From an optimization exercise on the open Yosys and OpenROAD flow, aimed at small area; shortcuts taken in it are not production practice.
The RTL was checked by simulation tests, not by an equivalence proof against the original design.
No activity file was given, so power comes from the tool's default toggle rates. The flow treats the clock pin as an ideal source, which a real chip does not have.

===== flow/design.v =====
module ofdm_cfg_alloc_regs #(
  parameter int AW   = 7,
  parameter int LEN0 = 4,
  parameter int LEN1 = 16,
  parameter int LEN2 = 128
) (
  input  logic        CLK_I,
  input  logic        RST_I,
  input  logic [31:0] CFG_DAT_I,
  input  logic [1:0]  CFG_ADR_I,
  input  logic        CFG_WE_I,
  input  logic        CFG_STB_I,
  output logic        CFG_ACK_O,
  output logic [31:0] CFG_DAT_O,
  output logic        CFG_RDY_O,
  output logic [1:0]  STD_O,
  output logic        AL_BIT_O,
  output logic        AL_VLD_O,
  output logic        AL_LAST_O,
  input  logic        AL_RD_I
);
  localparam int PW = AW + 1;   
  localparam int RW = AW + 5;   
  localparam int NW = 2**AW;    
  localparam int SB = 3;        
  localparam int S  = 2**SB;
  localparam int TB = 4;        
  localparam int NI = NW / S;   
  localparam int NT = NW / (2**TB);
  typedef enum logic [1:0] {
    RD_IDLE,
    RD_FETCH,
    RD_RUN
  } rd_state_e;
  localparam logic [PW-1:0] LEN0_W = LEN0;
  localparam logic [PW-1:0] LEN1_W = LEN1;
  localparam logic [PW-1:0] LEN2_W = LEN2;
  function automatic logic [PW-1:0] std_len(input logic [1:0] s);
    case (s)
      2'd0:    std_len = LEN0_W;
      2'd1:    std_len = LEN1_W;
      2'd2:    std_len = LEN2_W;
      default: std_len = '0;
    endcase
  endfunction
  logic          ack_q;
  logic [1:0]    std_q, std_n;
  logic [PW-1:0] len_q, len_n;
  logic [PW-1:0] wptr_q, wptr_n;
  logic          rdy_q;
  logic wr_std;
  logic wr_word;
  logic word_ok;
  assign wr_std  = CFG_STB_I && CFG_WE_I && (CFG_ADR_I == 2'd0);
  assign wr_word = CFG_STB_I && CFG_WE_I && (CFG_ADR_I == 2'd1);
  assign len_q   = std_len(std_q);
  assign word_ok = wr_word && (wptr_q < len_q);
  always_comb begin
    std_n  = std_q;
    wptr_n = wptr_q;
    if (wr_std) begin
      std_n  = CFG_DAT_I[1:0];
      wptr_n = '0;
    end else if (word_ok) begin
      wptr_n = wptr_q + 1'b1;
    end
    len_n = std_len(std_n);
  end
  always_ff @(posedge CLK_I or posedge RST_I) begin
    if (RST_I) begin
      ack_q  <= 1'b0;
      std_q  <= 2'd0;
      wptr_q <= '0;
      rdy_q  <= 1'b0;
    end else begin
      ack_q  <= CFG_STB_I;
      std_q  <= std_n;
      wptr_q <= wptr_n;
      rdy_q  <= (wptr_n == len_n);
    end
  end
  assign CFG_ACK_O = ack_q;
  assign CFG_RDY_O = rdy_q;
  assign STD_O     = std_q;
  logic [NW-1:0][31:0] ring_q;
  logic [AW-1:0]       p0_q;     
  logic [AW-1:0]       wn_q;     
  logic                wr0;      
  logic [S-1:1][31:0]  dl_dq;
  logic [S-1:1]        dl_vq;
  logic [S-1:0][31:0]  dl_d;
  logic [S-1:0]        dl_v;
  logic [S-1:0]        dl_sel;
  logic                ins;
  logic                ins_tok;
  logic [31:0]         ins_dat;
  logic [AW-SB-1:0]    ins_pt;
  assign wr0     = word_ok && (wptr_q == '0);
  assign dl_d    = {dl_dq, CFG_DAT_I};
  assign dl_v    = {dl_vq, word_ok && (wptr_q != '0)};
  always_comb begin
    logic older;
    older   = 1'b0;
    ins_dat = '0;
    for (int j = S - 1; j >= 0; j--) begin
      dl_sel[j] = dl_v[j] && !older;
      older     = older || dl_v[j];
      if (dl_sel[j]) ins_dat = ins_dat | dl_d[j];
    end
    if (wr0) ins_dat = CFG_DAT_I;
  end
  assign ins_tok = (|dl_v) && (wn_q[SB-1:0] == '0);
  assign ins     = wr0 || ins_tok;
  assign ins_pt  = wr0 ? '0 : wn_q[AW-1:SB];
  always_ff @(posedge CLK_I or posedge RST_I) begin
    if (RST_I) begin
      dl_vq <= '0;
    end else begin
      for (int j = 1; j < S; j++) begin
        dl_vq[j] <= dl_v[j-1] && !(ins_tok && dl_sel[j-1]) && !wr_std;
      end
    end
  end
  always_ff @(posedge CLK_I) begin
    for (int j = 1; j < S; j++) begin
      dl_dq[j] <= dl_d[j-1];
    end
    p0_q <= wr0 ? '0 : p0_q + 1'b1;
    wn_q <= wr0 ? '0 : wn_q + AW'(!ins_tok);
    for (int p = 0; p < NW; p++) begin
      if ((p % S) == 0 && ins && ins_pt == (p / S))
        ring_q[p] <= ins_dat;
      else
        ring_q[p] <= ring_q[(p + NW - 1) % NW];
    end
  end
  rd_state_e      state_q, state_n;
  logic [RW-1:0]  rptr_q;
  logic [31:0]    cur_word_q;
  logic [31:0]    nxt_word_q;
  logic [AW-1:0]  widx;
  logic [PW-1:0]  widx_inc;
  logic [AW-1:0]  next_widx;
  logic [AW-1:0]  hunt;
  logic [AW-1:0]  hpos;
  logic [RW:0]    last_idx;
  logic           run;
  logic           pop;
  logic           at_last;
  assign run       = (state_q == RD_RUN);
  assign widx      = rptr_q[RW-1:5];
  assign widx_inc  = {1'b0, widx} + 1'b1;
  assign next_widx = (widx_inc == len_q) ? '0 : widx_inc[AW-1:0];
  assign last_idx  = {len_q, 5'b0} - 1'b1;
  assign at_last   = ({1'b0, rptr_q} == last_idx);
  assign pop       = run && AL_RD_I && !wr_std;
  assign hunt      = run ? next_widx : '0;
  assign hpos      = p0_q - hunt;
  always_ff @(posedge CLK_I) begin
    if (hpos[TB-1:0] == '0) begin
      nxt_word_q <= ring_q[{hpos[AW-1:TB], {TB{1'b0}}}];
    end
  end
  always_ff @(posedge CLK_I or posedge RST_I) begin
    if (RST_I) begin
      state_q <= RD_IDLE;
    end else begin
      state_q <= state_n;
    end
  end
  always_comb begin
    state_n = state_q;
    case (state_q)
      RD_IDLE:  if (rdy_q && (len_q != '0)) state_n = RD_FETCH;
      RD_FETCH: state_n = RD_RUN;
      RD_RUN:   state_n = RD_RUN;
      default:  state_n = RD_IDLE;
    endcase
    if (wr_std) begin
      state_n = RD_IDLE;
    end
  end
  always_ff @(posedge CLK_I) begin
    if (wr_std) begin
      rptr_q <= '0;
    end else if (state_q == RD_FETCH) begin
      rptr_q <= '0;
    end else if (pop) begin
      rptr_q <= at_last ? '0 : rptr_q + 1'b1;
    end
  end
  always_ff @(posedge CLK_I) begin
    if (!wr_std && ((state_q == RD_FETCH) || (pop && rptr_q[4:0] == 5'd31))) begin
      cur_word_q <= nxt_word_q;
    end
  end
  assign AL_VLD_O  = run;
  assign AL_BIT_O  = run && cur_word_q[rptr_q[4:0]];
  assign AL_LAST_O = run && at_last;
  logic        ovf_q;
  logic [31:0] rd_mux;
  logic [31:0] dat_q;
  always_ff @(posedge CLK_I or posedge RST_I) begin
    if (RST_I) begin
      ovf_q <= 1'b0;
    end else if (wr_std) begin
      ovf_q <= 1'b0;
    end else if (wr_word && !word_ok) begin
      ovf_q <= 1'b1;
    end
  end
  always_comb begin
    rd_mux = '0;
    case (CFG_ADR_I)
      2'd0: rd_mux[1:0] = std_q;
      2'd2: begin
        rd_mux[0]      = rdy_q;
        rd_mux[1]      = ovf_q;
        rd_mux[3:2]    = std_q;
        rd_mux[8 +: PW] = wptr_q;
      end
      default: rd_mux = '0;
    endcase
  end
  always_ff @(posedge CLK_I or posedge RST_I) begin
    if (RST_I) begin
      dat_q <= '0;
    end else begin
      dat_q <= (CFG_STB_I && !CFG_WE_I) ? rd_mux : '0;
    end
  end
  assign CFG_DAT_O = dat_q;
endmodule

===== flow/run.sh =====
#!/bin/bash
# synth_recipe.tcl (not shown) runs the flow's synth.tcl, then flattens the netlist and writes it again
# the make line also repeats each setting of config.mk as NAME=value (left out here)
make -C /OpenROAD-flow-scripts/flow DESIGN_CONFIG=/design/flow/config.mk WORK_HOME=/design/flow/orfs CLKGATE_MAP_FILE= SYNTH_SCRIPT=/design/flow/synth_recipe.tcl finish

===== flow/config.mk =====
export PLATFORM = sky130hd
export DESIGN_NAME = ofdm_cfg_alloc_regs
export DESIGN_NICKNAME = ofdm_cfg_alloc_regs
export VERILOG_FILES = /design/flow/design.v
export SDC_FILE = /design/flow/constraint.sdc
export NUM_CORES = 4
export LEC_CHECK = 0
export CAP_MARGIN = 20
export CORE_MARGIN = 2
export CORE_UTILIZATION = 50
export CTS_BUF_LIST = sky130_fd_sc_hd__clkbuf_8
export CTS_CLUSTER_DIAMETER = 60
export CTS_CLUSTER_SIZE = 20
export SETUP_SLACK_MARGIN = 0.2
export SLEW_MARGIN = 20

===== flow/constraint.sdc =====
create_clock -name core_clock -period 8.0 [get_ports {CLK_I}]
set_input_delay 1.6000 -clock core_clock [delete_from_list [all_inputs] [get_ports {CLK_I}]]
set_output_delay 1.6000 -clock core_clock [all_outputs]
set_load 0.01 [all_outputs]

==> summary.txt, run 1 <==
Floorplan
  – Row cnt: 165
  – Core footprint: 202000 µm²
  – Die ar.: 206000 µm²
  – Initial core utilization: 0.502
  – DIE WIDTH: 454 µm
  – Die Height: 454 µm
  – Ports: 78

Final layout
  – Area growth syn-to-layout: 7.86%
  – Most frequent cells in the layout: dfxtp_1 (4345), a21oi_1 (443), nor2_1 (403)
  – Share of cells above drive strength 1: 0.0647
  – Register area: 89800 µm²
  – Commonest non-fill, non-tap cell in the layout: dfxtp_1
  – Nets: 6854
  – Post-route insts no fill: 9538
  – Area of the multi-input gates: 10700 µm²
  – Filler cell count: 16300

Logic synthesis
  – Mean area per synthesized cell: 15.3 µm²
  – Sequential-to-total area share from yosys stat: 0.885
  – Synthesized netlist cell count: 6616
  – Netlist Area Pre-Place: 101000 µm²
  – #FFs+latches synth: 4444
  – Number of enable flip-flop cells after synthesis: 64
  – Post-synth top area share: 0.858
  – Synth area leader: dfxtp_1
  – Top FF cell, synth: dfxtp_1
  – YS warnings: 1
  – Top post-synthesis cells by area: dfxtp_1 (86%), a21oi_1 (2.2%), edfxtp_1 (1.9%), nor2_1 (1.5%), nand2_1 (1.4%)
  – Synth cell types: 69
  – Post-synth ARST share: 0.00765

Global routing
  – Met2 Track Usage GR: 0.258
  – Top Usage Layer GRT: met2
  – Aggregate global routing overflow: 0
  – M1 GR Usage: 0.251
  – Number of global-route vias before repair: 42814
  – Largest net degree at the start of global routing: 81
  – First-pass GRT wire length: 264000 µm
  – Initial antenna violation count: 12
  – Met3 Use GR: 0.0290
  – Total track usage: 0.171

Worst setup path
  – Worst path top cell family by delay: multiplexers
  – Critical Path RT: 6400 ps
  – Cell mode on critical path: mux4_2
  – CP startpoint: rptr_q[0]
  – Critical Path End Type: output pin
  – R2r startpoint: rptr_q[7]
  – CP Cell Sequence: buf_4 -> mux4_2 -> mux4_2 -> mux2i_1 -> nor2_1 -> clkdlybuf4s50_1
  – Critical Path Source Type: flop
  – CP peak stage delay: 670 ps
  – Buffer and inverter count on the worst path: 2
  – Arr. time, crit path: 3840 ps
  – Critical setup path kind: flop to output pin
  – Max FO, Critical Path: 12
  – Slowest cell on the critical path: mux4_2

STA
  – Worst clock skew: 73.3 ps
  – Max Clk Rate: 0.184 GHz
  – Slew headroom: 0.250
  – Fin. Hold Viols: 0
  – RSZ-0062 raised after global routing: no
  – Final worst path period share: 0.680
  – Setup TNS Final: 0 ps
  – Worst slew pin tran: 1120 ps
  – Tmin final: 5440 ps
  – Final setup fails: 0
  – Slew Limit Fails: 0

Detailed routing
  – Pre-antenna DRT Iters: 5
  – WL/cell: 18.5 µm
  – Via Count: 43750
  – DRT antenna net count: 0
  – Final wirelength: 176000 µm
  – Initial drt markers: 2724
  – DR DRC count: 0
  – Via-to-Cell Ratio: 4.59

Clock tree
  – CTS Buffer Depth: 4
  – TritonCTS clock tree: yes
  – Total setup buffers inserted after CTS: 0
  – CTS resizes: 0
  – Clk sink count: 4444
  – Clock latency (worst-skew pair): 1050 ps
  – Clock-pin slew on the worst setup and hold paths: 110 ps
  – CTS root buf: clkbuf_8
  – CTS H-tree lvls: 5
  – Total CTS buffers: 278
  – Cts hold-fix bufs: 0

Power and ir drop
  – Pleak: 0.0430 µW
  – Flop pwr share: 0.654
  – Cell-internal power: 26900 µW
  – Clock power frac: 0.271
  – Worst vdd ir: 0.304 mV
  – Pwr Density: 324 nW/µm²
  – Combinational share of power: 0.075
  – Switching share of total power: 0.242
  – Switching pwr: 8570 µW

Place
  – Post-DP HPWL: 96600 µm
  – RePlAce Congestion: 0.776
  – Buffers on Ports: 57
  – Placed cell count: 9185

Run status
  – Status: complete, no violations

Min path
  – Tightest Hold Check Type: flop to flop
  – Min-delay src: ring_q[4017]

Flow run
  – Max_cap viols: 0
==> power groups by stage <==
| stage | registers (µW) | logic (µW) | clock network [µW] |
|---|---|---|---|
| 5_1_grt | 23200 | 2750 | 10800 |
| 4_1_cts | 23200 | 2660 | 9940 |
| 6_report | 23200 | 2650 | 9600 |
| 2_1_floorplan | 23500 | 1460 | 0 |
| 3_3_place_gp | 23700 | 2610 | 0 |
| 3_5_place_dp | 23700 | 2650 | 0 |
==> metal layers <==
metal  part of all wire  wire length, µm
met1               0.51            89000
met2               0.43            75800
met3              0.039             6910
met5                  0                0
met4              0.025             4350
==> path summary, 6_finish.rpt <==
check                           slack (ps)  cells after the start        endpoint
worst min register to register         290                      0    ring_q[4049]
worst min-delay path                   290                      0    ring_q[4049]
worst max register to register        2680                     17  nxt_word_q[30]
max in group asynchronous             6690                      3        dat_q[9]
min in group asynchronous              950                      3       dat_q[10]
worst max-delay path                  2560                      6        AL_BIT_O
==> flip-flops by register name, indices dropped and copies added, names as in the netlist <==
signal and flops:
wptr_q 8, rdy_q 1, rptr_q 12, dl_dq 224, wn_q 7, ovf_q 1
p0_q 7, state_q 2, nxt_word_q 32, cur_word_q 32, std_q 2, dl_vq 7
dat_q 12, ack_q 1, ring_q 4096
==> metrics by stage <==
step                      total power, µW  hold slack [ps]  cell area [µm²]   util  worst slack (ps)
after global placement              26300              310           105000  0.520              2720
after CTS                           35800              291           109000  0.541              2430
after global routing                36800              302           109000  0.542              2400
final                               35400              293           109000  0.542              2560
after detailed placement            26300              312           105000  0.520              2690
after floorplan                     25000              310           101000      -              1790
==> cell usage after synthesis (all sizes together), types with 34 or more instances <==
cell / number
nor2: 407
dfxtp: 4346
nand2: 370
a221oi: 62
nor2b: 39
a21oi: 464
buf: 132
o21ai: 180
clkbuf: 112
dfrtp: 34
mux2i: 71
nor3: 48
edfxtp: 64
==> cell type report <==
cell class / instances / share of cell area
well taps: 2672 / 0.0306
clock inverters: 63 / 0.00366
inverters: 14 / 0.000481
multi-input cells: 1933 / 0.0978
clock buffers: 285 / 0.0359
diodes: 5 / 0.000114
flip-flops and latches: 4444 / 0.821
repair buffers: 122 / 0.0105
==> logic make-up after synthesis <==
| kind of cell | count (synthesis) | synth area share |
|---|---|---|
| flops | 4444 | 0.885 |
| simple gates | 946 | 0.0403 |
| compound gates | 827 | 0.0469 |
| buf+inv | 258 | 0.0118 |
| mux | 81 | 0.00923 |
| xor+xnor | 37 | 0.00348 |
| fa+ha+maj | 22 | 0.00279 |
| other cells | 1 | 0.0000370 |
==> run 2, diff against run 1 <==
--- a/flow/config.mk
+++ b/flow/config.mk
@@ -7,9 +7,9 @@
 export LEC_CHECK = 0
 export CAP_MARGIN = 20
 export CORE_MARGIN = 2
-export CORE_UTILIZATION = 50
-export CTS_BUF_LIST = sky130_fd_sc_hd__clkbuf_8
+export CORE_UTILIZATION = 70
+export CTS_BUF_LIST = sky130_fd_sc_hd__clkbuf_16
 export CTS_CLUSTER_DIAMETER = 60
-export CTS_CLUSTER_SIZE = 20
+export CTS_CLUSTER_SIZE = 30
 export SETUP_SLACK_MARGIN = 0.2
 export SLEW_MARGIN = 20
==> run 2 against run 1 <==
Against the previous run: combinational power about the same; wire length decreased by 1.2%; count of clock-buffer cells in the layout decreased by 102; still clean on timing, DRC and antenna; clock skew decreased by 44 ps; die area decreased by 28%.
==> summary.txt, run 2 <==
Run status
  – Status: complete, no violations

STA
  – Max Clk Rate: 0.178 GHz
  – Worst slew pin tran: 1080 ps
  – Final worst path period share: 0.701
  – Tmin final: 5610 ps
  – Slew headroom: 0.277
  – Worst clock skew: 29.1 ps
  – Final setup fails: 0
  – WHS: 320 ps
  – Fin. Hold Viols: 0
  – RSZ-0062 raised after global routing: no
  – Slew Limit Fails: 0
  – Setup TNS Final: 0 ps

Detailed routing
  – WL/cell: 20.0 µm
  – Initial drt markers: 2535
  – Pre-antenna DRT Iters: 16
  – Final wirelength: 174000 µm
  – DRT antenna net count: 0
  – DR DRC count: 0
  – Via Count: 43638
  – Via-to-Cell Ratio: 5.01

Worst setup path
  – Arr. time, crit path: 4010 ps
  – Max FO, Critical Path: 12
  – Critical Path RT: 6400 ps
  – Critical setup path kind: flop to output pin
  – Critical Path End Type: output pin
  – Critical Path Source Type: flop

Logic synthesis
  – Post-synth top area share: 0.858
  – YS warnings: 1
  – Mean area per synthesized cell: 15.3 µm²
  – Count leader, synth: dfxtp_1
  – Synth Area in Simple Gates: 0.0403
  – XOR/XNOR Fraction of Synth Area: 0.00348
  – #FFs+latches synth: 4444
  – Top post-synthesis cells by area: dfxtp_1 (86%), a21oi_1 (2.2%), edfxtp_1 (1.9%), nor2_1 (1.5%), nand2_1 (1.4%)
  – Synth area leader: dfxtp_1
  – Netlist Area Pre-Place: 101000 µm²
  – Largest family of logic cells by synthesized area: compound AO/OA/AOI/OAI gates
  – Sequential-to-total area share from yosys stat: 0.885
  – Top FF cell, synth: dfxtp_1
  – Synthesized netlist cell count: 6616
  – Synth cell types: 69
  – Post-synth ARST share: 0.00765
  – Mux contribution to synthesized area: 0.00923
  – Post-synthesis adder-cell area fraction: 0.00279
  – Post-synth top cells: dfxtp_1 (4346), a21oi_1 (451), nor2_1 (407)
  – Compound-gate portion of the synthesized area: 0.0469
  – Number of enable flip-flop cells after synthesis: 64

Final layout
  – Nets: 6759
  – Largest reg by FF count: ring_q
  – Area growth syn-to-layout: 7.91%
  – Largest registers: ring_q x4096, dl_dq x224
  – Max reg flops: 4096
  – Most frequent cells in the layout: dfxtp_1 (4345), a21oi_1 (445), nor2_1 (403)
  – # diodes: 0
  – Post-layout util: 0.762
  – Final Instance Area: 109000 µm²
  – Share of cells above drive strength 1: 0.0550
  – Commonest non-fill, non-tap cell in the layout: dfxtp_1
  – Filler cell count: 8739

Clock tree
  – TritonCTS clock tree: yes
  – Total setup buffers inserted after CTS: 0
  – CTS resizes: 0
  – Clk sink count: 4444
  – CTS Buffer Depth: 3
  – Clock-pin slew on the worst setup and hold paths: 100 ps
  – CTS root buf: clkbuf_16
  – Total CTS buffers: 177
  – Clock latency (worst-skew pair): 830 ps
  – Cts hold-fix bufs: 0
  – CTS H-tree lvls: 4

Place
  – Buffers on Ports: 57
  – Post-DP HPWL: 95700 µm
  – Placed instance area: 104000 µm²
  – RePlAce Congestion: 0.784

Power and ir drop
  – Clock power frac: 0.294
  – Pleak: 0.0434 µW
  – Switching share of total power: 0.236
  – Combinational share of power: 0.072
  – Cell-internal power: 28000 µW
  – Pwr Density: 335 nW/µm²
  – Switching pwr: 8640 µW
  – Flop pwr share: 0.633
  – Worst vdd ir: 0.395 mV

Floorplan
  – DIE WIDTH: 385 µm
  – Ports: 78
  – Die Height: 385 µm
  – Core footprint: 144000 µm²
  – Initial core utilization: 0.706
  – Die ar.: 148000 µm²
  – Row cnt: 139

Global routing
  – First-pass GRT wire length: 261000 µm
  – Number of global-route vias before repair: 43155
  – Total track usage: 0.237
  – Largest net degree at the start of global routing: 83
  – Met2 Track Usage GR: 0.372
  – M1 GR Usage: 0.359
  – Top Usage Layer GRT: met2
  – Initial antenna violation count: 2
  – Aggregate global routing overflow: 0
  – Met3 Use GR: 0.0293

Min path
  – Tightest Hold Check Type: flop to flop

Flow run
  – Max_cap viols: 0
[run 2: worst paths after layout]
check,start,to,slack (ps),cells past startpoint
max,rptr_q[0],AL_BIT_O,2390,5
min,ring_q[1101],ring_q[1133],320,0
max reg2reg,rptr_q[7],nxt_word_q[25],2570,18
min reg2reg,ring_q[1101],ring_q[1133],320,0
max in group asynchronous,RST_I,dl_vq[7],6490,3
min in group asynchronous,RST_I,dat_q[8],1190,3
[run 2: cell families after synthesis]
group / count (synthesis)
adders and majority gates: 22
and+or+nand+nor: 946
DFF: 4444
xor gates and xnor gates: 37
other: 1
muxes: 81
AOI/OAI and AO/OA: 827
buffers and inverters: 258
[run 2: stage by stage]
step | total power [µW] | setup WS (ps) | cells
final | 36600 | 2390 | 8706
after global routing | 37700 | 2250 | 8706
after CTS | 36800 | 2320 | 8706
after detailed placement | 26300 | 2570 | 8422
after global placement | 26200 | 2760 | 8422
after floorplan | 25000 | 1790 | 6635
[run 2: worst max-delay path, cell delays in order (launching register included)]
cell	delay, ps
dfxtp_2	880
mux4_2	730
mux4_2	490
mux2i_1	430
nor2_1	130
clkdlybuf4s50_1	500
[run 2: layout make-up]
type / instances / area, µm² / share of cell area
flip-flops and latches: 4444 / 89800 / 0.821
multi-input cells: 1933 / 10700 / 0.0975
clock buffers: 183 / 4580 / 0.0419
well taps: 1903 / 2380 / 0.0218
repair buffers: 128 / 1150 / 0.0105
clock inverters: 101 / 792 / 0.00724
inverters: 14 / 52.6 / 0.000480
[run 2: per-layer routing]
layer  part of all wire  vias up  wire [µm]
li1                   -    21391          -
met1               0.50    21352      86100
met2               0.45      683      78800
met3              0.035      212       6130
met4              0.016        0       2810
met5                  0        -          0
[run 2: power by group through the flow]
stage | Sequential [µW] | Combinational [µW] | Clock [µW]
after global placement | 23700 | 2580 | 0
after detailed placement | 23700 | 2620 | 0
after CTS | 23200 | 2640 | 11000
after floorplan | 23500 | 1460 | 0
final | 23200 | 2650 | 10800
after global routing | 23300 | 2740 | 11700
==> run 3, diff against run 2 <==
==> flow/flow/run.sh (new file) <==
#!/bin/bash
set -euo pipefail
bash standard.sh CTS_ARGS="-sink_clustering_enable -repair_clock_nets -dont_use_dummy_load -buf_list sky130_fd_sc_hd__clkbuf_8 -sink_clustering_size 20 -sink_clustering_max_diameter 60" finish > standard.log 2>&1
==> flow/standard.sh (new file) <==
#!/bin/bash
# synth_recipe.tcl (not shown) runs the flow's synth.tcl, then flattens the netlist and writes it again
# the make line also repeats each setting of config.mk as NAME=value (left out here)
make -C /OpenROAD-flow-scripts/flow DESIGN_CONFIG=/design/flow/config.mk WORK_HOME=/design/flow/orfs CLKGATE_MAP_FILE= SYNTH_SCRIPT=/design/flow/synth_recipe.tcl "${@:-finish}"
--- a/flow/config.mk
+++ b/flow/config.mk
@@ -7,9 +7,6 @@
 export LEC_CHECK = 0
 export CAP_MARGIN = 20
 export CORE_MARGIN = 2
-export CORE_UTILIZATION = 70
-export CTS_BUF_LIST = sky130_fd_sc_hd__clkbuf_16
-export CTS_CLUSTER_DIAMETER = 60
-export CTS_CLUSTER_SIZE = 30
+export CORE_UTILIZATION = 50
 export SETUP_SLACK_MARGIN = 0.2
 export SLEW_MARGIN = 20
removed: flow/run.sh
==> run 3 against run 2 <==
Against the previous run: final cell count rose by 8.7%; clock skew increased by 89 ps; core utilization fell by 22 points; clock power decreased by 15%; die area is 40% higher; sequential power hardly changed; synthesized cell count did not move; via count is 0.27% higher; count of clock-buffer cells in the layout is 95 higher; area after synthesis is the same; flip-flop and latch count unchanged; largest power group unchanged.
==> summary.txt, run 3 <==
Run status
  – Status: complete, no violations

Final layout
  – Largest registers: ring_q x4096, dl_dq x224
  – Largest reg by FF count: ring_q
  – Area growth syn-to-layout: 7.37%
  – Final Instance Area: 109000 µm²
  – Post-route insts no fill: 9467
  – Commonest non-fill, non-tap cell in the layout: dfxtp_1
  – Max reg flops: 4096
  – Share of cells above drive strength 1: 0.0613
  – Nets: 6854
  – Most frequent cells in the layout: dfxtp_1 (4345), a21oi_1 (443), nor2_1 (403)

Worst setup path
  – Max FO, Critical Path: 12
  – Cell mode on critical path: mux4_2
  – CP peak stage delay: 670 ps
  – CP Cell Sequence: buf_4 -> mux4_2 -> mux4_2 -> mux2i_1 -> nor2_1 -> clkdlybuf4s50_1
  – R2r startpoint: rptr_q[7]
  – Critical Path Source Type: flop
  – R2R depth: 17
  – Worst reg2reg setup slack: 2660 ps
  – Critical setup path kind: flop to output pin
  – Arr. time, crit path: 3820 ps
  – Critical Path End Type: output pin
  – Slowest cell on the critical path: mux4_2
  – Critical Path RT: 6400 ps
  – R2R Path End: nxt_word_q[30]

Floorplan
  – Row cnt: 165
  – Initial core utilization: 0.502
  – Die ar.: 206000 µm²
  – Core footprint: 202000 µm²
  – Die Height: 454 µm
  – DIE WIDTH: 454 µm
  – Ports: 78

STA
  – Final worst path period share: 0.678
  – Setup TNS Final: 0 ps
  – Fin. Hold Viols: 0
  – Worst clock skew: 118 ps
  – Final setup fails: 0
  – RSZ-0062 raised after global routing: no
  – Slew headroom: 0.227
  – Tmin final: 5420 ps
  – Max Clk Rate: 0.184 GHz
  – Worst slew pin tran: 1160 ps
  – Slew Limit Fails: 0

Logic synthesis
  – #FFs+latches synth: 4444
  – Post-synth ARST share: 0.00765
  – Synthesized netlist cell count: 6616
  – Post-synth top area share: 0.858
  – Number of enable flip-flop cells after synthesis: 64
  – Sequential-to-total area share from yosys stat: 0.885
  – Synth area leader: dfxtp_1
  – Netlist Area Pre-Place: 101000 µm²
  – Synth cell types: 69
  – Mean area per synthesized cell: 15.3 µm²
  – Post-synth top cells: dfxtp_1 (4346), a21oi_1 (451), nor2_1 (407)
  – Count leader, synth: dfxtp_1
  – YS warnings: 1
  – Top post-synthesis cells by area: dfxtp_1 (86%), a21oi_1 (2.2%), edfxtp_1 (1.9%), nor2_1 (1.5%), nand2_1 (1.4%)
  – Top FF cell, synth: dfxtp_1

Global routing
  – Total track usage: 0.171
  – Initial antenna violation count: 14
  – Aggregate global routing overflow: 0
  – Number of global-route vias before repair: 42773
  – Largest net degree at the start of global routing: 81
  – First-pass GRT wire length: 263000 µm

Power and ir drop
  – Worst vdd ir: 0.304 mV
  – Pwr Density: 322 nW/µm²
  – Pleak: 0.0426 µW

Min path
  – Tightest Hold Check Type: flop to flop
  – Count of cells along the worst hold path: 0
  – Min-delay src: ring_q[2171]
  – WHS Endpoint: ring_q[2203]

Detailed routing
  – Initial drt markers: 2591
  – Final wirelength: 176000 µm
  – Met1 wire length: 88600 µm
  – WL/cell: 18.6 µm
  – Uppermost layer routed: met5
  – Metal2 WL: 75400 µm
  – DR DRC count: 0
  – Pre-antenna DRT Iters: 5
  – Wire length on met3: 7000 µm
  – DRT antenna net count: 0
  – Via Count: 43754
  – Via-to-Cell Ratio: 4.62

Place
  – Placed cell count: 9185
  – Placed instance area: 105000 µm²
  – RePlAce Congestion: 0.776
  – Buffers on Ports: 57
  – Post-DP HPWL: 96600 µm

Clock tree
  – Cts hold-fix bufs: 0
  – CTS H-tree lvls: 5
  – CTS root buf: clkbuf_8
  – Total setup buffers inserted after CTS: 0
  – Clock latency (worst-skew pair): 1040 ps
  – Total CTS buffers: 278
  – CTS Buffer Depth: 4
  – Clk sink count: 4444
  – TritonCTS clock tree: yes
  – CTS resizes: 0
  – Clock-pin slew on the worst setup and hold paths: 110 ps

Flow run
  – Max_cap viols: 0
-- run 3: how the worst max path moves through the flow --
stage / from / endpoint / slack [ps] / cells past startpoint
floorplan: std_q[1] / nxt_word_q[0] / 1790 / 13
global placement: CFG_ADR_I[1] / ring_q[2330] / 2720 / 8
detailed placement: CFG_ADR_I[1] / ring_q[1294] / 2690 / 8
CTS: rptr_q[0] / AL_BIT_O / 2440 / 6
global route: std_q[1] / nxt_word_q[4] / 2390 / 17
finish: rptr_q[0] / AL_BIT_O / 2580 / 6
-- run 3: per-layer routing --
layer | GRT usage | vias to the layer above
li1 | - | 21422
met1 | 0.251 | 21265
met2 | 0.257 | 753
met3 | 0.0289 | 312
met4 | 0.0562 | 2
met5 | 0 | -
-- run 3: cell type report --
type                       instances  area [µm²]
timing repair buffer             122        1150
clock buffer                     278        3830
fill                           16332       93000
antenna                            4        10.0
inverter                          14        52.6
multi-input combinational       1933       10700
tap                             2672        3340
sequential                      4444       89800
-- run 3: critical path, delay by kind of cell, from the launching register on --
kind          cells  cell delay (ps)
simple gates      1              130
mux               3             1460
flops             1              330
buf+inv           2              850
-- run 3: where the power goes --
part | leakage, µW | internal, µW | switching (µW)
Clock | 0.00200 | 3160 | 6050
Combinational | 0.00447 | 645 | 1990
Sequential | 0.0361 | 22900 | 318
-- run 3: cells by family (layout without fill, tap and decap cells) --
logic type                 after synthesis  in the layout  synth area share
DFF                                   4444           4444             0.885
and+or+nand+nor                        946            946            0.0403
AOI/OAI and AO/OA                      827            827            0.0469
buffers and inverters                  258            414            0.0118
muxes                                   81             81           0.00923
xor gates and xnor gates                37             37           0.00348
adders and majority gates               22             22           0.00279
other                                    1             24         0.0000370
-- run 3: stage by stage --
| step | hold WS [ps] | setup WS [ps] | total power (µW) | util |
|---|---|---|---|---|
| 4_1_cts | 251 | 2440 | 35400 | 0.539 |
| 3_3_place_gp | 310 | 2720 | 26300 | 0.520 |
| 6_report | 250 | 2580 | 35000 | 0.539 |
| 3_5_place_dp | 312 | 2690 | 26300 | 0.520 |
| 2_1_floorplan | 310 | 1790 | 25000 | - |
| 5_1_grt | 246 | 2390 | 36400 | 0.539 |
==> run 4, diff against run 3 <==
==> flow/flow/run.sh (replaced) <==
#!/bin/bash
set -euo pipefail
bash standard.sh CTS_ARGS="-sink_clustering_enable -repair_clock_nets -dont_use_dummy_load -buf_list sky130_fd_sc_hd__clkbuf_16 -sink_clustering_size 30 -sink_clustering_max_diameter 60" finish > standard.log 2>&1
--- a/flow/config.mk
+++ b/flow/config.mk
@@ -7,6 +7,6 @@
 export LEC_CHECK = 0
 export CAP_MARGIN = 20
 export CORE_MARGIN = 2
-export CORE_UTILIZATION = 50
+export CORE_UTILIZATION = 70
 export SETUP_SLACK_MARGIN = 0.2
 export SLEW_MARGIN = 20
==> run 4 against run 3 <==
Against the previous run: critical path type unchanged; synthesized cell count stayed put; sequential share of layout area is 0.30 points higher; core utilization rose by 22 points; sequential power barely moved; worst hold slack better by 50 ps; via count is 0.69% lower; combinational power barely moved; register-to-register slack worse by 50 ps; final cell count fell by 9.2%; largest cell class unchanged; flip-flop and latch count did not move; count of clock-buffer cells in the layout down 101.
==> summary.txt, run 4 <==
STA
  – Worst clock skew: 69.5 ps
  – Final setup fails: 0
  – Final worst path period share: 0.695
  – Setup TNS Final: 0 ps
  – Max Clk Rate: 0.180 GHz
  – RSZ-0062 raised after global routing: no
  – Fin. Hold Viols: 0
  – Slew Limit Fails: 0
  – Worst slew pin tran: 1090 ps
  – Tmin final: 5560 ps
  – Slew headroom: 0.271

Detailed routing
  – Via Count: 43452
  – Pre-antenna DRT Iters: 18
  – Final wirelength: 173000 µm
  – Via-to-Cell Ratio: 5.05
  – DRT antenna net count: 0
  – WL/cell: 20.1 µm
  – Initial drt markers: 2544
  – DR DRC count: 0

Worst setup path
  – Critical setup path kind: flop to output pin
  – CP Cell Sequence: mux4_2 -> mux4_2 -> mux2i_1 -> nor2_1 -> clkdlybuf4s50_1
  – Slowest cell on the critical path: dfxtp_2
  – Critical Path Source Type: flop
  – R2R depth: 18
  – CP peak stage delay: 880 ps
  – Arr. time, crit path: 3960 ps
  – Cell mode on critical path: mux4_2
  – Max FO, Critical Path: 12
  – Critical Path End Type: output pin
  – Critical Path RT: 6400 ps

Logic synthesis
  – YS warnings: 1
  – Top post-synthesis cells by area: dfxtp_1 (86%), a21oi_1 (2.2%), edfxtp_1 (1.9%), nor2_1 (1.5%), nand2_1 (1.4%)
  – Netlist Area Pre-Place: 101000 µm²
  – Synth cell types: 69
  – #FFs+latches synth: 4444
  – Sequential-to-total area share from yosys stat: 0.885
  – Top FF cell, synth: dfxtp_1
  – Post-synth top cells: dfxtp_1 (4346), a21oi_1 (451), nor2_1 (407)
  – Count leader, synth: dfxtp_1
  – Post-synth top area share: 0.858
  – Mean area per synthesized cell: 15.3 µm²
  – Post-synth ARST share: 0.00765
  – Synth area leader: dfxtp_1
  – Number of enable flip-flop cells after synthesis: 64
  – Synthesized netlist cell count: 6616

Clock tree
  – Clk sink count: 4444
  – TritonCTS clock tree: yes
  – CTS root buf: clkbuf_16
  – CTS resizes: 0
  – Cts hold-fix bufs: 0
  – CTS H-tree lvls: 4
  – CTS Buffer Depth: 3
  – Clock latency (worst-skew pair): 830 ps
  – Total setup buffers inserted after CTS: 0
  – Total CTS buffers: 177
  – Clock-pin slew on the worst setup and hold paths: 100 ps

Floorplan
  – Row cnt: 139
  – Die Height: 385 µm
  – Core footprint: 144000 µm²
  – DIE WIDTH: 385 µm
  – Initial core utilization: 0.706
  – Die ar.: 148000 µm²
  – Ports: 78

Final layout
  – Largest registers: ring_q x4096, dl_dq x224
  – Share of cells above drive strength 1: 0.0476
  – Nets: 6759
  – Max reg flops: 4096
  – # diodes: 0
  – Most frequent cells in the layout: dfxtp_1 (4345), a21oi_1 (445), nor2_1 (403)
  – Commonest non-fill, non-tap cell in the layout: dfxtp_1
  – Area growth syn-to-layout: 6.98%
  – Post-route insts no fill: 8599
  – Largest reg by FF count: ring_q
  – Filler cell count: 8825

Place
  – Placed cell count: 8422
  – RePlAce Congestion: 0.784
  – Buffers on Ports: 57
  – Post-DP HPWL: 95700 µm

Run status
  – Status: complete, no violations

Power and ir drop
  – Pwr Density: 330 nW/µm²
  – Power Total: 35800 µW
  – Pleak: 0.0428 µW
  – Worst vdd ir: 0.395 mV

Flow run
  – Max_cap viols: 0

Min path
  – Tightest Hold Check Type: flop to flop
  – Count of cells along the worst hold path: 0

Global routing
  – Largest net degree at the start of global routing: 83
  – Initial antenna violation count: 1
  – Aggregate global routing overflow: 0
  – Number of global-route vias before repair: 42999
  – First-pass GRT wire length: 260000 µm
  – Total track usage: 0.236
==> run 4: cell count changes in the layout (fill, tap and decap cells not counted), moves of 2 or more <==
cell	before	now
clkbuf_8	278	0
a21oi_1	443	445
buf_12	7	4
clkbuf_16	0	177
diode_2	4	0
a21oi_4	5	3
buf_4	58	67
==> run 4: worst max-delay path, delay by kind of cell (launching register included) <==
family,cells,cell delay (ps)
muxes,3,1630
DFF,1,880
buffers and inverters,1,500
and+or+nand+nor,1,130
==> run 4: logic make-up after synthesis <==
group           synth area share
compound gates            0.0469
flops                      0.885
simple gates              0.0403
mux                      0.00923
xor+xnor                 0.00348
fa+ha+maj                0.00279
buf+inv                   0.0118
other cells            0.0000370
==> run 4: layout make-up <==
cell class	count	area (µm²)	area share
clock buffer	177	4430	0.0408
inverter	14	52.6	0.000484
multi-input combinational	1933	10700	0.0984
sequential	4444	89800	0.828
tap	1903	2380	0.0220
timing repair buffer	128	1150	0.0106
==> run 4: metrics by stage <==
| step | utilization | setup slack, ps | instance area (µm²) | hold slack [ps] |
|---|---|---|---|---|
| 4_1_cts | 0.755 | 2360 | 108000 | 307 |
| 2_1_floorplan | - | 1790 | 101000 | 310 |
| 3_5_place_dp | 0.724 | 2570 | 104000 | 312 |
| 6_report | 0.755 | 2440 | 108000 | 300 |
| 5_1_grt | 0.755 | 2280 | 108000 | 305 |
| 3_3_place_gp | 0.724 | 2760 | 104000 | 310 |
==> run 4: report_power, final <==
| group | switching [µW] | total, µW | internal (µW) |
|---|---|---|---|
| Sequential | 327 | 23200 | 22900 |
| Clock | 5970 | 9950 | 3980 |
| Combinational | 2010 | 2650 | 639 |
| Total | 8300 | 35800 | 27500 |
==> run 4: path summary, 6_finish.rpt <==
path                            slack, ps              to    startpoint
worst min register to register        300    ring_q[1133]  ring_q[1101]
min in group asynchronous            1220        dl_vq[5]         RST_I
max in group asynchronous            6450        dl_vq[3]         RST_I
worst max register to register       2610  nxt_word_q[25]     rptr_q[7]
worst min-delay path                  300    ring_q[1133]  ring_q[1101]
worst max-delay path                 2440        AL_BIT_O     rptr_q[0]
==> run 4: routing by layer <==
layer  routed length (µm)  vias to the layer above  GRT usage
li1                     -                    21281          -
met1                85400                    21292      0.357
met2                78300                      665      0.371
met3                 6440                      214     0.0299
met4                 2810                        0     0.0499
met5                    0                        -          0
==> run 5, diff against run 4 <==
==> flow/flow/run.sh (replaced) <==
#!/bin/bash
set -euo pipefail
bash standard.sh \
  CTS_ARGS="-sink_clustering_enable -repair_clock_nets -dont_use_dummy_load -buf_list sky130_fd_sc_hd__clkbuf_8 -sink_clustering_size 16 -sink_clustering_max_diameter 40" \
  BUFFER_PORTS_ARGS="-buffer_cell sky130_fd_sc_hd__buf_1" \
  finish > standard.log 2>&1
==> run 5 against run 4 <==
Against the previous run: non-clock buffer count grew 1; design area grew 0.34%; synthesized cell count is the same; maximum frequency grew 3.8%; die area is the same; first-iteration DRC count shrank 11%; combinational power is essentially flat; worst hold slack lost 36 ps; critical endpoint is now nxt_word_q[10]; largest power group unchanged.
==> summary.txt, run 5 <==
STA
  – Final setup fails: 0
  – Slew headroom: 0.288
  – Setup TNS Final: 0 ps
  – Worst slew pin tran: 1070 ps
  – Max Clk Rate: 0.187 GHz
  – Worst clock skew: 103 ps
  – Fin. Hold Viols: 0
  – Final worst path period share: 0.670
  – Slew Limit Fails: 0
  – Tmin final: 5360 ps
  – Setup ws final: 2640 ps
  – RSZ-0062 raised after global routing: no

Worst setup path
  – Critical Path End Type: flop
  – Arr. time, crit path: 6060 ps
  – Max FO, Critical Path: 17
  – Critical Path Source Type: flop
  – Critical setup path kind: flop to flop
  – Critical Path RT: 8700 ps
  – R2R depth: 17

Floorplan
  – Ports: 78
  – Die Height: 385 µm
  – Die ar.: 148000 µm²
  – Initial core utilization: 0.706
  – Row cnt: 139
  – DIE WIDTH: 385 µm
  – Core footprint: 144000 µm²

Place
  – Post-DP HPWL: 95600 µm
  – Buffers on Ports: 57
  – RePlAce Congestion: 0.804
  – Pre-CTS setup slack: 2670 ps

Global routing
  – Number of global-route vias before repair: 43965
  – Total track usage: 0.235
  – First-pass GRT wire length: 259000 µm
  – Initial antenna violation count: 3
  – Aggregate global routing overflow: 0
  – Largest net degree at the start of global routing: 77

Flow run
  – Max_cap viols: 0

Power and ir drop
  – Pwr Density: 333 nW/µm²
  – Pleak: 0.0432 µW
  – Worst vdd ir: 0.515 mV

Clock tree
  – CTS root buf: clkbuf_8
  – CTS Buffer Depth: 4
  – TritonCTS clock tree: yes
  – Clock latency (worst-skew pair): 1050 ps
  – Cts hold-fix bufs: 0
  – Total setup buffers inserted after CTS: 0
  – CTS H-tree lvls: 5
  – Total CTS buffers: 372
  – Clock-pin slew on the worst setup and hold paths: 80 ps
  – CTS resizes: 0
  – Clk sink count: 4444

Final layout
  – Largest registers: ring_q x4096, dl_dq x224
  – Area growth syn-to-layout: 7.34%
  – Most frequent cells in the layout: dfxtp_1 (4345), a21oi_1 (443), nor2_1 (403)
  – Share of cells above drive strength 1: 0.0750
  – Filler cell count: 8836
  – Commonest non-fill, non-tap cell in the layout: dfxtp_1
  – Nets: 6955
  – Largest reg by FF count: ring_q
  – Max reg flops: 4096

Detailed routing
  – Initial drt markers: 2275
  – Final wirelength: 172000 µm
  – WL/cell: 19.6 µm
  – DR DRC count: 0
  – Via-to-Cell Ratio: 5.02
  – Pre-antenna DRT Iters: 16
  – Via Count: 44230
  – DRT antenna net count: 0

Run status
  – Status: complete, no violations

Logic synthesis
  – Synth area leader: dfxtp_1
  – YS warnings: 1
  – Sequential-to-total area share from yosys stat: 0.885
  – Synthesized netlist cell count: 6616
  – Top FF cell, synth: dfxtp_1
  – Post-synth top cells: dfxtp_1 (4346), a21oi_1 (451), nor2_1 (407)
  – Post-synth top area share: 0.858
  – Synth cell types: 69
  – Netlist Area Pre-Place: 101000 µm²
  – #FFs+latches synth: 4444
  – Top post-synthesis cells by area: dfxtp_1 (86%), a21oi_1 (2.2%), edfxtp_1 (1.9%), nor2_1 (1.5%), nand2_1 (1.4%)
  – Mean area per synthesized cell: 15.3 µm²
  – Post-synth ARST share: 0.00765
  – Count leader, synth: dfxtp_1
  – Number of enable flip-flop cells after synthesis: 64

Min path
  – Count of cells along the worst hold path: 0
  – Tightest Hold Check Type: flop to flop
run 5: final timing paths:
path,from,slack [ps],end
setup reg to reg,rptr_q[7],2640,nxt_word_q[10]
hold reg to reg,ring_q[852],260,ring_q[884]
min in group asynchronous,RST_I,670,dat_q[0]
setup / recovery,rptr_q[7],2640,nxt_word_q[10]
max in group asynchronous,RST_I,6970,dl_vq[6]
hold / removal,ring_q[852],260,ring_q[884]
run 5: routing by layer:
| metal | track usage | vias to the layer above | wire length [µm] |
|---|---|---|---|
| met5 | 0 | - | 13 |
| met4 | 0.0697 | 2 | 3970 |
| met3 | 0.0347 | 320 | 6260 |
| met2 | 0.361 | 789 | 76800 |
| met1 | 0.349 | 21480 | 85300 |
| li1 | - | 21639 | - |
run 5: final cells by class:
cell class	count	area, µm²	share of cell area
flip-flops and latches	4444	89800	0.825
multi-input cells	1933	10700	0.0981
clock buffers	372	5120	0.0470
well taps	1903	2380	0.0219
repair buffers	129	792	0.00728
inverters	14	52.6	0.000483
diodes	11	27.5	0.000253
run 5: power breakdown:
part	switching [µW]	internal, µW
registers	326	22900
logic	2040	617
clock network	6230	4160
total	8600	27600
run 5: kinds of logic after synthesis:
group                    share of synthesized area
flip-flops                                   0.885
AND/OR/NAND/NOR                             0.0403
AO/OA/AOI/OAI                               0.0469
buffers and inverters                       0.0118
multiplexers                               0.00923
XOR/XNOR                                   0.00348
adder cells (fa/ha/maj)                    0.00279
other                                    0.0000370
run 5: through the flow:
| step | area, µm² | utilization | instances | hold WS (ps) | power (µW) |
|---|---|---|---|---|---|
| after CTS | 109000 | 0.757 | 8795 | 252 | 36500 |
| final | 109000 | 0.758 | 8806 | 264 | 36200 |
| after floorplan | 101000 | - | 6635 | 310 | 25000 |
| after global routing | 109000 | 0.757 | 8801 | 269 | 37400 |
| after global placement | 104000 | 0.722 | 8423 | 310 | 26300 |
| after detailed placement | 104000 | 0.722 | 8423 | 312 | 26300 |
run 5: worst max-delay path: stages, from the launching register on:
cell and delay [ps]:
dfxtp_1 480, nand2_1 210, nor2_1 170, nand2_1 120, nor2_1 200, xnor2_1 140, o31a_1 230, nor2b_1 160
ha_1 180, inv_1 60, fa_1 440, a21o_1 180, a21oi_1 160, xor2_1 550, or3_2 830, buf_4 560
o22ai_1 130, a211o_1 260
==> run 6, diff against run 5 <==
==> flow/flow/run.sh (replaced) <==
#!/bin/bash
set -euo pipefail
bash standard.sh \
  CTS_ARGS="-sink_clustering_enable -repair_clock_nets -dont_use_dummy_load -buf_list sky130_fd_sc_hd__clkbuf_8 -sink_clustering_size 20 -sink_clustering_max_diameter 50" \
  BUFFER_PORTS_ARGS="-buffer_cell sky130_fd_sc_hd__buf_1" \
  finish > standard.log 2>&1
==> run 6 against run 5 <==
Against the previous run: die area unchanged; register-to-register slack barely moved; count of clock-buffer cells in the layout is 93 lower; total power decreased by 3.3%; maximum frequency barely moved.
==> summary.txt, run 6 <==
STA
  – Worst clock skew: 105 ps
  – Worst slew pin tran: 1070 ps
  – Slew Limit Fails: 0
  – RSZ-0062 raised after global routing: no
  – Tmin final: 5360 ps
  – Final setup fails: 0
  – Fin. Hold Viols: 0
  – Final worst path period share: 0.670
  – WHS: 293 ps
  – Max Clk Rate: 0.187 GHz
  – Setup TNS Final: 0 ps
  – Slew headroom: 0.283

Floorplan
  – Row cnt: 139
  – Die Height: 385 µm
  – DIE WIDTH: 385 µm
  – Ports: 78
  – Die ar.: 148000 µm²
  – Core footprint: 144000 µm²
  – Initial core utilization: 0.706

Detailed routing
  – Wire length on met3: 5870 µm
  – Via Count: 43637
  – DRT antenna net count: 0
  – Uppermost layer routed: met5
  – Initial drt markers: 2291
  – DR DRC count: 0
  – Final wirelength: 171000 µm
  – Via-to-Cell Ratio: 5.01
  – Met1 wire length: 85900 µm
  – WL/cell: 19.6 µm
  – Metal2 WL: 75500 µm
  – Pre-antenna DRT Iters: 18

Worst setup path
  – Buffer and inverter count on the worst path: 2
  – Max FO, Critical Path: 17
  – Critical Path Source Type: flop
  – R2R Path End: nxt_word_q[12]
  – R2R depth: 17
  – Critical Path End Type: flop
  – Critical Path RT: 8730 ps
  – Worst path top cell family by delay: compound AO/OA/AOI/OAI gates
  – Worst reg2reg setup slack: 2640 ps
  – CP peak stage delay: 860 ps
  – CP Cell Sequence: nand2b_1 -> nor2_1 -> a211oi_1 -> a31oi_1 -> o21ai_0 -> o31a_1 -> nor2b_1 -> ha_1 -> inv_1 -> fa_1 -> a21o_1 -> a21oi_1 -> xor2_1 -> or3_2 -> buf_4 -> o22ai_1 -> a211o_1
  – Critical setup path kind: flop to flop
  – Arr. time, crit path: 6090 ps
  – Slowest cell on the critical path: or3_2
  – R2r startpoint: std_q[1]

Min path
  – Count of cells along the worst hold path: 0
  – Tightest Hold Check Type: flop to flop
  – WHS Endpoint: ring_q[3060]
  – Min-delay src: ring_q[3028]

Place
  – Buffers on Ports: 57
  – RePlAce Congestion: 0.804
  – Post-DP HPWL: 95600 µm

Logic synthesis
  – Post-synth top area share: 0.858
  – Post-synthesis adder-cell area fraction: 0.00279
  – Number of enable flip-flop cells after synthesis: 64
  – Netlist Area Pre-Place: 101000 µm²
  – Synth Area in Simple Gates: 0.0403
  – #FFs+latches synth: 4444
  – Count leader, synth: dfxtp_1
  – Mux contribution to synthesized area: 0.00923
  – Sequential-to-total area share from yosys stat: 0.885
  – Compound-gate portion of the synthesized area: 0.0469
  – Post-synth ARST share: 0.00765
  – Synthesized netlist cell count: 6616
  – Synth area leader: dfxtp_1
  – Top FF cell, synth: dfxtp_1
  – Top post-synthesis cells by area: dfxtp_1 (86%), a21oi_1 (2.2%), edfxtp_1 (1.9%), nor2_1 (1.5%), nand2_1 (1.4%)
  – Largest family of logic cells by synthesized area: compound AO/OA/AOI/OAI gates
  – Synth cell types: 69
  – Mean area per synthesized cell: 15.3 µm²
  – YS warnings: 1
  – XOR/XNOR Fraction of Synth Area: 0.00348
  – Post-synth top cells: dfxtp_1 (4346), a21oi_1 (451), nor2_1 (407)

Final layout
  – Largest reg by FF count: ring_q
  – Nets: 6862
  – Max reg flops: 4096
  – Largest registers: ring_q x4096, dl_dq x224
  – Commonest non-fill, non-tap cell in the layout: dfxtp_1
  – Share of cells above drive strength 1: 0.0624
  – Filler cell count: 9002
  – Area growth syn-to-layout: 6.06%
  – Most frequent cells in the layout: dfxtp_1 (4345), a21oi_1 (443), nor2_1 (403)

Run status
  – Status: complete, no violations

Clock tree
  – CTS H-tree lvls: 5
  – Clock-pin slew on the worst setup and hold paths: 110 ps
  – Total setup buffers inserted after CTS: 0
  – Clock latency (worst-skew pair): 1000 ps
  – CTS root buf: clkbuf_8
  – CTS Buffer Depth: 4
  – Clk sink count: 4444
  – TritonCTS clock tree: yes
  – CTS resizes: 0
  – Total CTS buffers: 279
  – Cts hold-fix bufs: 0

Power and ir drop
  – Pwr Density: 326 nW/µm²
  – Pleak: 0.0425 µW
  – Worst vdd ir: 0.510 mV

Flow run
  – Max_cap viols: 0

Global routing
  – Aggregate global routing overflow: 0
  – First-pass GRT wire length: 256000 µm
  – Number of global-route vias before repair: 42807
  – Initial antenna violation count: 3
  – Largest net degree at the start of global routing: 77
  – Total track usage: 0.232
==> run 6: how the worst max path moves through the flow <==
stage | startpoint | end | slack [ps] | depth (start not counted)
finish | std_q[1] | nxt_word_q[12] | 2640 | 17
detailed placement | rptr_q[7] | nxt_word_q[12] | 2670 | 17
floorplan | std_q[1] | nxt_word_q[0] | 1790 | 13
global route | rptr_q[7] | nxt_word_q[12] | 2310 | 17
global placement | rptr_q[7] | nxt_word_q[12] | 2740 | 17
CTS | rptr_q[0] | AL_BIT_O | 2560 | 5
==> run 6: power by group <==
group          internal [µW]  leakage (µW)  switching, µW
logic                    617       0.00434           2050
registers              22900        0.0361            326
clock network           3170       0.00201           6000
==> run 6: cells by family after synthesis <==
| family | Yosys count |
|---|---|
| compound gates | 827 |
| mux | 81 |
| other cells | 1 |
| fa+ha+maj | 22 |
| flops | 4444 |
| buf+inv | 258 |
| xor+xnor | 37 |
| simple gates | 946 |
==> run 6: final cells by class <==
| class | count | area [µm²] | share of cell area |
|---|---|---|---|
| timing repair buffer | 129 | 792 | 0.00737 |
| multi-input combinational | 1933 | 10700 | 0.0993 |
| antenna | 3 | 7.51 | 0.0000698 |
| inverter | 14 | 52.6 | 0.000489 |
| sequential | 4444 | 89800 | 0.835 |
| tap | 1903 | 2380 | 0.0221 |
| clock buffer | 279 | 3840 | 0.0357 |
==> run 6: per-stage QoR <==
step / area, µm² / cells / utilization / setup WS (ps) / total power, µW
after floorplan: 101000 / 6635 / - / 1790 / 25000
after global placement: 104000 / 8423 / 0.722 / 2740 / 26300
after detailed placement: 104000 / 8423 / 0.722 / 2670 / 26300
after CTS: 108000 / 8702 / 0.748 / 2560 / 35200
after global routing: 108000 / 8704 / 0.749 / 2310 / 36200
final: 108000 / 8705 / 0.749 / 2640 / 35000
==> run 6: worst reg2reg max path: stages, from the launching register on <==
cell and delay, ps:
dfrtp_1 570, nand2b_1 290, nor2_1 60, a211oi_1 180
a31oi_1 60, o21ai_0 180, o31a_1 210, nor2b_1 160
ha_1 180, inv_1 60, fa_1 440, a21o_1 180
a21oi_1 160, xor2_1 560, or3_2 860, buf_4 590
o22ai_1 180, a211o_1 260
==> run 6: metal layers <==
layer | vias to the layer above | global-route usage
met5 | - | 0
met4 | 2 | 0.0631
met3 | 282 | 0.0326
met2 | 684 | 0.356
met1 | 21232 | 0.350
li1 | 21437 | -
==> run 7, diff against run 6 <==
==> flow/flow/run.sh (replaced) <==
#!/bin/bash
set -euo pipefail
bash standard.sh \
  CTS_ARGS="-sink_clustering_enable -repair_clock_nets -dont_use_dummy_load -buf_list sky130_fd_sc_hd__clkbuf_16 -sink_clustering_size 30 -sink_clustering_max_diameter 60" \
  BUFFER_PORTS_ARGS="-buffer_cell sky130_fd_sc_hd__buf_1" \
  finish > standard.log 2>&1
==> run 7 against run 6 <==
Against the previous run: still clean on timing, DRC and antenna; design area rose by 0.54%; core utilization grew 0.41 points; via count fell by 0.62%; area after synthesis stayed put; clock power rose by 8.9%; clock skew decreased by 21 ps; sequential power barely moved; non-clock buffer count stayed put; final cell count shrank 1.2%; register-to-register slack better by 20 ps; total power grew 2.4%; worst hold slack got worse by 9.1 ps; critical path type unchanged.
==> summary.txt, run 7 <==
Run status
  – Status: complete, no violations

Worst setup path
  – Arr. time, crit path: 5900 ps
  – Critical Path RT: 8560 ps
  – Critical path destination: nxt_word_q[12]
  – CP startpoint: std_q[1]
  – R2R Path End: nxt_word_q[12]
  – Critical setup path kind: flop to flop
  – Critical Path End Type: flop
  – Critical Path Source Type: flop
  – Max FO, Critical Path: 17
  – R2R depth: 17
  – R2r startpoint: std_q[1]
  – Worst reg2reg setup slack: 2660 ps

Detailed routing
  – Pre-antenna DRT Iters: 18
  – DRT antenna net count: 0
  – Initial drt markers: 2523
  – Metal2 WL: 77400 µm
  – Wire length on met3: 6710 µm
  – Via-to-Cell Ratio: 5.04
  – WL/cell: 20.2 µm
  – Via Count: 43367
  – Final wirelength: 174000 µm
  – DR DRC count: 0
  – Met1 wire length: 85700 µm
  – Uppermost layer routed: met5

Min path
  – Tightest Hold Check Type: flop to flop

Logic synthesis
  – Post-synth top cells: dfxtp_1 (4346), a21oi_1 (451), nor2_1 (407)
  – Post-synth top area share: 0.858
  – YS warnings: 1
  – Sequential-to-total area share from yosys stat: 0.885
  – Top FF cell, synth: dfxtp_1
  – Mean area per synthesized cell: 15.3 µm²
  – Number of enable flip-flop cells after synthesis: 64
  – Post-synth ARST share: 0.00765
  – Synth area leader: dfxtp_1
  – #FFs+latches synth: 4444
  – Top post-synthesis cells by area: dfxtp_1 (86%), a21oi_1 (2.2%), edfxtp_1 (1.9%), nor2_1 (1.5%), nand2_1 (1.4%)
  – Synthesized netlist cell count: 6616
  – Netlist Area Pre-Place: 101000 µm²
  – Synth cell types: 69
  – Count leader, synth: dfxtp_1

Place
  – RePlAce Congestion: 0.804
  – Placed instance area: 104000 µm²
  – Post-DP HPWL: 95600 µm
  – Buffers on Ports: 57
  – Pre-CTS setup slack: 2670 ps

Final layout
  – Largest registers: ring_q x4096, dl_dq x224
  – Nets: 6760
  – Most frequent cells in the layout: dfxtp_1 (4345), a21oi_1 (443), nor2_1 (403)
  – Final Instance Area: 108000 µm²
  – Share of cells above drive strength 1: 0.0481
  – Max reg flops: 4096
  – Area growth syn-to-layout: 6.64%
  – Commonest non-fill, non-tap cell in the layout: dfxtp_1
  – Largest reg by FF count: ring_q

STA
  – Final setup fails: 0
  – RSZ-0062 raised after global routing: no
  – Slew headroom: 0.286
  – Final worst path period share: 0.668
  – Slew Limit Fails: 0
  – Worst clock skew: 84.2 ps
  – Fin. Hold Viols: 0
  – Worst slew pin tran: 1070 ps
  – Setup TNS Final: 0 ps
  – Tmin final: 5340 ps
  – Setup ws final: 2660 ps
  – Max Clk Rate: 0.187 GHz

Clock tree
  – Total setup buffers inserted after CTS: 0
  – TritonCTS clock tree: yes
  – Cts hold-fix bufs: 0
  – Clk sink count: 4444
  – CTS Buffer Depth: 3
  – CTS root buf: clkbuf_16
  – Clock latency (worst-skew pair): 810 ps
  – CTS resizes: 0
  – CTS H-tree lvls: 4
  – Clock-pin slew on the worst setup and hold paths: 100 ps
  – Total CTS buffers: 177

Flow run
  – Max_cap viols: 0

Floorplan
  – Initial core utilization: 0.706
  – Die ar.: 148000 µm²
  – DIE WIDTH: 385 µm
  – Die Height: 385 µm
  – Core footprint: 144000 µm²
  – Ports: 78
  – Row cnt: 139

Power and ir drop
  – Pleak: 0.0427 µW
  – Pwr Density: 332 nW/µm²
  – Worst vdd ir: 0.515 mV

Global routing
  – Aggregate global routing overflow: 0
  – Initial antenna violation count: 4
  – First-pass GRT wire length: 258000 µm
  – Total track usage: 0.236
  – Largest net degree at the start of global routing: 77
  – Number of global-route vias before repair: 42578
-- run 7: cell types whose count changed in the layout (fill, tap and decap cells not counted), sizes merged --
cell    delta
clkbuf   -102
diode      -1
-- run 7: final cells by class --
| cell class | count | area [µm²] |
|---|---|---|
| diodes | 2 | 5.00 |
| clock buffers | 177 | 4430 |
| fillers | 8804 | 35500 |
| inverters | 14 | 52.6 |
| multi-input cells | 1933 | 10700 |
| flip-flops and latches | 4444 | 89800 |
| well taps | 1903 | 2380 |
| repair buffers | 129 | 792 |
-- run 7: through the flow --
stage,util,total power [µW],cells,hold slack [ps]
after global placement,0.722,26300,8423,310
after floorplan,-,25000,6635,310
final,0.753,35800,8602,283
after detailed placement,0.722,26300,8423,312
after CTS,0.753,36000,8600,279
after global routing,0.753,36900,8600,285
-- run 7: worst max-delay path, stage by stage (launching register included) --
cell,delay (ps)
dfrtp_1,570
nand2b_1,290
nor2_1,60
a211oi_1,180
a31oi_1,60
o21ai_0,170
o31a_1,210
nor2b_1,160
ha_1,180
inv_1,60
fa_1,440
a21o_1,180
a21oi_1,160
xor2_1,550
or3_2,850
buf_4,570
o22ai_1,160
a211o_1,260
-- run 7: where the power goes --
part | switching (µW) | total, µW | internal [µW]
Combinational | 2050 | 2660 | 616
Clock | 6010 | 9990 | 3980
Sequential | 335 | 23200 | 22900
-- run 7: cells by family after synthesis --
kind of cell,Yosys count,synth area share
flops,4444,0.885
simple gates,946,0.0403
compound gates,827,0.0469
buf+inv,258,0.0118
mux,81,0.00923
xor+xnor,37,0.00348
fa+ha+maj,22,0.00279
other cells,1,0.0000370
-- run 7: per-layer routing --
layer	GRT usage	vias to the layer above
met5	0	-
li1	-	21271
met3	0.0365	267
met1	0.352	21154
met4	0.0590	2
met2	0.366	673
-- run 7: worst min path at each step --
stage                     slack, ps      endpoint  cells after the start    startpoint
after detailed placement        310  ring_q[1213]                      0  ring_q[1181]
after CTS                       280  ring_q[1138]                      0  ring_q[1106]
after global placement          310  ring_q[1123]                      0  ring_q[1091]
after global routing            290   ring_q[831]                      0   ring_q[799]
after floorplan                 310  ring_q[1000]                      0   ring_q[968]
final                           280  ring_q[1138]                      0  ring_q[1106]
==> run 8, diff against run 7 <==
==> flow/flow/run.sh (replaced) <==
#!/bin/bash
set -euo pipefail
bash standard.sh \
  CTS_ARGS="-sink_clustering_enable -repair_clock_nets -dont_use_dummy_load -buf_list sky130_fd_sc_hd__clkbuf_8 -root_buf sky130_fd_sc_hd__clkbuf_16 -tree_buf sky130_fd_sc_hd__clkbuf_16 -sink_clustering_size 20 -sink_clustering_max_diameter 50 -distance_between_buffers 80" \
  BUFFER_PORTS_ARGS="-buffer_cell sky130_fd_sc_hd__buf_1" \
  finish > standard.log 2>&1
==> run 8 against run 7 <==
Against the previous run: worst setup slack got worse by 30 ps; highest routed layer is now met4; total power rose by 0.50%; critical endpoint unchanged; largest cell class unchanged; still clean on timing, DRC and antenna; final cell count rose by 1.4%; clock skew rose by 3.9 ps; combinational power barely moved; global-route usage fell by 0.13 points.
==> summary.txt, run 8 <==
Detailed routing
  – Final wirelength: 173000 µm
  – DRT antenna net count: 0
  – Via-to-Cell Ratio: 5.03
  – Via Count: 43890
  – Initial drt markers: 2324
  – DR DRC count: 0
  – WL/cell: 19.9 µm
  – Pre-antenna DRT Iters: 16

Final layout
  – Area growth syn-to-layout: 6.95%
  – Max reg flops: 4096
  – Largest registers: ring_q x4096, dl_dq x224
  – Area of the multi-input gates: 10700 µm²
  – Register area: 89800 µm²
  – Commonest non-fill, non-tap cell in the layout: dfxtp_1
  – Filler cell count: 8786
  – Post-route insts no fill: 8720
  – Share of cells above drive strength 1: 0.0643
  – Nets: 6876
  – Final Instance Area: 108000 µm²
  – Largest reg by FF count: ring_q
  – Most frequent cells in the layout: dfxtp_1 (4345), a21oi_1 (443), nor2_1 (403)

Min path
  – Tightest Hold Check Type: flop to flop
  – Min-delay src: ring_q[3028]

Floorplan
  – Core footprint: 144000 µm²
  – Die Height: 385 µm
  – Die ar.: 148000 µm²
  – Ports: 78
  – DIE WIDTH: 385 µm
  – Initial core utilization: 0.706
  – Row cnt: 139

STA
  – RSZ-0062 raised after global routing: no
  – Fin. Hold Viols: 0
  – Slew Limit Fails: 0
  – Setup TNS Final: 0 ps
  – Final setup fails: 0
  – Worst slew pin tran: 1070 ps
  – Tmin final: 5370 ps
  – Final worst path period share: 0.671
  – Worst clock skew: 88.1 ps
  – Max Clk Rate: 0.186 GHz
  – Slew headroom: 0.290
  – WHS: 291 ps

Logic synthesis
  – Synthesized netlist cell count: 6616
  – Compound-gate portion of the synthesized area: 0.0469
  – #FFs+latches synth: 4444
  – Post-synth top cells: dfxtp_1 (4346), a21oi_1 (451), nor2_1 (407)
  – Synth area leader: dfxtp_1
  – Post-synth top area share: 0.858
  – Number of enable flip-flop cells after synthesis: 64
  – Netlist Area Pre-Place: 101000 µm²
  – XOR/XNOR Fraction of Synth Area: 0.00348
  – Count leader, synth: dfxtp_1
  – Sequential-to-total area share from yosys stat: 0.885
  – Top post-synthesis cells by area: dfxtp_1 (86%), a21oi_1 (2.2%), edfxtp_1 (1.9%), nor2_1 (1.5%), nand2_1 (1.4%)
  – Post-synth ARST share: 0.00765
  – YS warnings: 1
  – Post-synthesis adder-cell area fraction: 0.00279
  – Top FF cell, synth: dfxtp_1
  – Mean area per synthesized cell: 15.3 µm²
  – Largest family of logic cells by synthesized area: compound AO/OA/AOI/OAI gates
  – Synth Area in Simple Gates: 0.0403
  – Synth cell types: 69
  – Mux contribution to synthesized area: 0.00923

Place
  – Placed instance area: 104000 µm²
  – Post-DP HPWL: 95600 µm
  – RePlAce Congestion: 0.804
  – Placed cell count: 8423
  – Buffers on Ports: 57

Worst setup path
  – Max FO, Critical Path: 17
  – Critical Path End Type: flop
  – Critical setup path kind: flop to flop
  – R2r startpoint: std_q[1]
  – CP startpoint: std_q[1]
  – Critical Path RT: 8780 ps
  – Critical Path Source Type: flop
  – Arr. time, crit path: 6150 ps

Clock tree
  – CTS Buffer Depth: 7
  – Total setup buffers inserted after CTS: 0
  – CTS H-tree lvls: 5
  – TritonCTS clock tree: yes
  – CTS root buf: clkbuf_16
  – CTS resizes: 0
  – Total CTS buffers: 293
  – Clk sink count: 4444
  – Clock latency (worst-skew pair): 1040 ps
  – Clock-pin slew on the worst setup and hold paths: 110 ps
  – Cts hold-fix bufs: 0

Power and ir drop
  – Pleak: 0.0429 µW
  – Worst vdd ir: 0.510 mV
  – Pwr Density: 332 nW/µm²

Flow run
  – Max_cap viols: 0

Global routing
  – Aggregate global routing overflow: 0
  – Total track usage: 0.234
  – Number of global-route vias before repair: 43440
  – First-pass GRT wire length: 260000 µm
  – Largest net degree at the start of global routing: 77
  – Initial antenna violation count: 2

Run status
  – Status: complete, no violations
## run 8: cell counts after synthesis
No cell type changed its count.
## run 8: cell type report
type | instances | area share
antenna | 4 | 0.0000923
clock buffer | 293 | 0.0437
tap | 1903 | 0.0220
sequential | 4444 | 0.828
inverter | 14 | 0.000485
multi-input combinational | 1933 | 0.0985
timing repair buffer | 129 | 0.00730
## run 8: worst max-delay path, stage by stage (launching register included)
cell and delay, ps:
dfrtp_1 570, nand2b_1 290, nor2_1 60, a211oi_1 190, a31oi_1 60, o21ai_0 180, o31a_1 210, nor2b_1 160
ha_1 180, inv_1 60, fa_1 440, a21o_1 180, a21oi_1 160, xor2_1 560, or3_2 850, buf_4 570
o22ai_1 160, a211o_1 260
## run 8: report_power, final
part	switching [µW]	internal [µW]	total [µW]
combinational	2050	617	2670
sequential	328	22900	23200
clock	6150	4030	10200
total	8530	27500	36000
## run 8: stage by stage
step	total power [µW]	util	setup slack, ps
floorplan	25000	-	1790
global placement	26300	0.722	2740
detailed placement	26300	0.722	2670
CTS	36300	0.755	2580
global route	37200	0.755	2300
finish	36000	0.755	2630
## run 8: cell families (layout without fill, tap and decap cells)
family	count (synthesis)	after routing
flops	4444	4444
simple gates	946	946
compound gates	827	827
buf+inv	258	436
mux	81	81
xor+xnor	37	37
fa+ha+maj	22	22
other cells	1	24
## run 8: routing by layer
| metal | up-vias | GRT usage | share of wire |
|---|---|---|---|
| met5 | - | 0 | 0 |
| met4 | 0 | 0.0647 | 0.023 |
| met3 | 287 | 0.0294 | 0.033 |
| met2 | 736 | 0.364 | 0.45 |
| met1 | 21385 | 0.352 | 0.50 |
| li1 | 21482 | - | - |
## run 8: final timing paths
check                                      end  slack (ps)  cells after the start
worst max register to register  nxt_word_q[12]        2630                     17
worst min register to register    ring_q[3060]         290                      0
min in group asynchronous             dl_vq[2]         650                      3
max in group asynchronous             dl_vq[7]        6950                      3
worst max-delay path            nxt_word_q[12]        2630                     17
worst min-delay path              ring_q[3060]         290                      0

## port drivers added, routing unchanged
The results above use ideal ports. As a check the final layouts listed here were re-extracted and re-timed, cells and wires unchanged.
Step 1 assumes that a clkbuf_16 drives the clock port and a buf_2 every other input.
Step 2, shift: input delay + t, output delay - t, t = (earliest + latest rising clock arrival at the registers) / 2. This alone moves slack from input paths to output paths.
Three values: no drivers, after step 1, after step 2; two values: the first two.
run | t (ns) | setup slack, ns
run 1 | 1.095 | 2.557 / 2.478 / 2.608
run 2 | 0.899 | 2.392 / 2.310 / 2.570
run 3 | 1.071 | 2.577 / 2.498 / 2.622
run 4 | 0.871 | 2.439 / 2.359 / 2.608
run 5 | 1.058 | 2.641 / 2.607 / 2.641
run 6 | 1.014 | 2.641 / 2.590 / 2.641
run 7 | 0.845 | 2.659 / 2.659 / 2.659
run 8 | 1.074 | 2.629 / 2.553 / 2.629
After both steps every run listed still meets setup and hold.
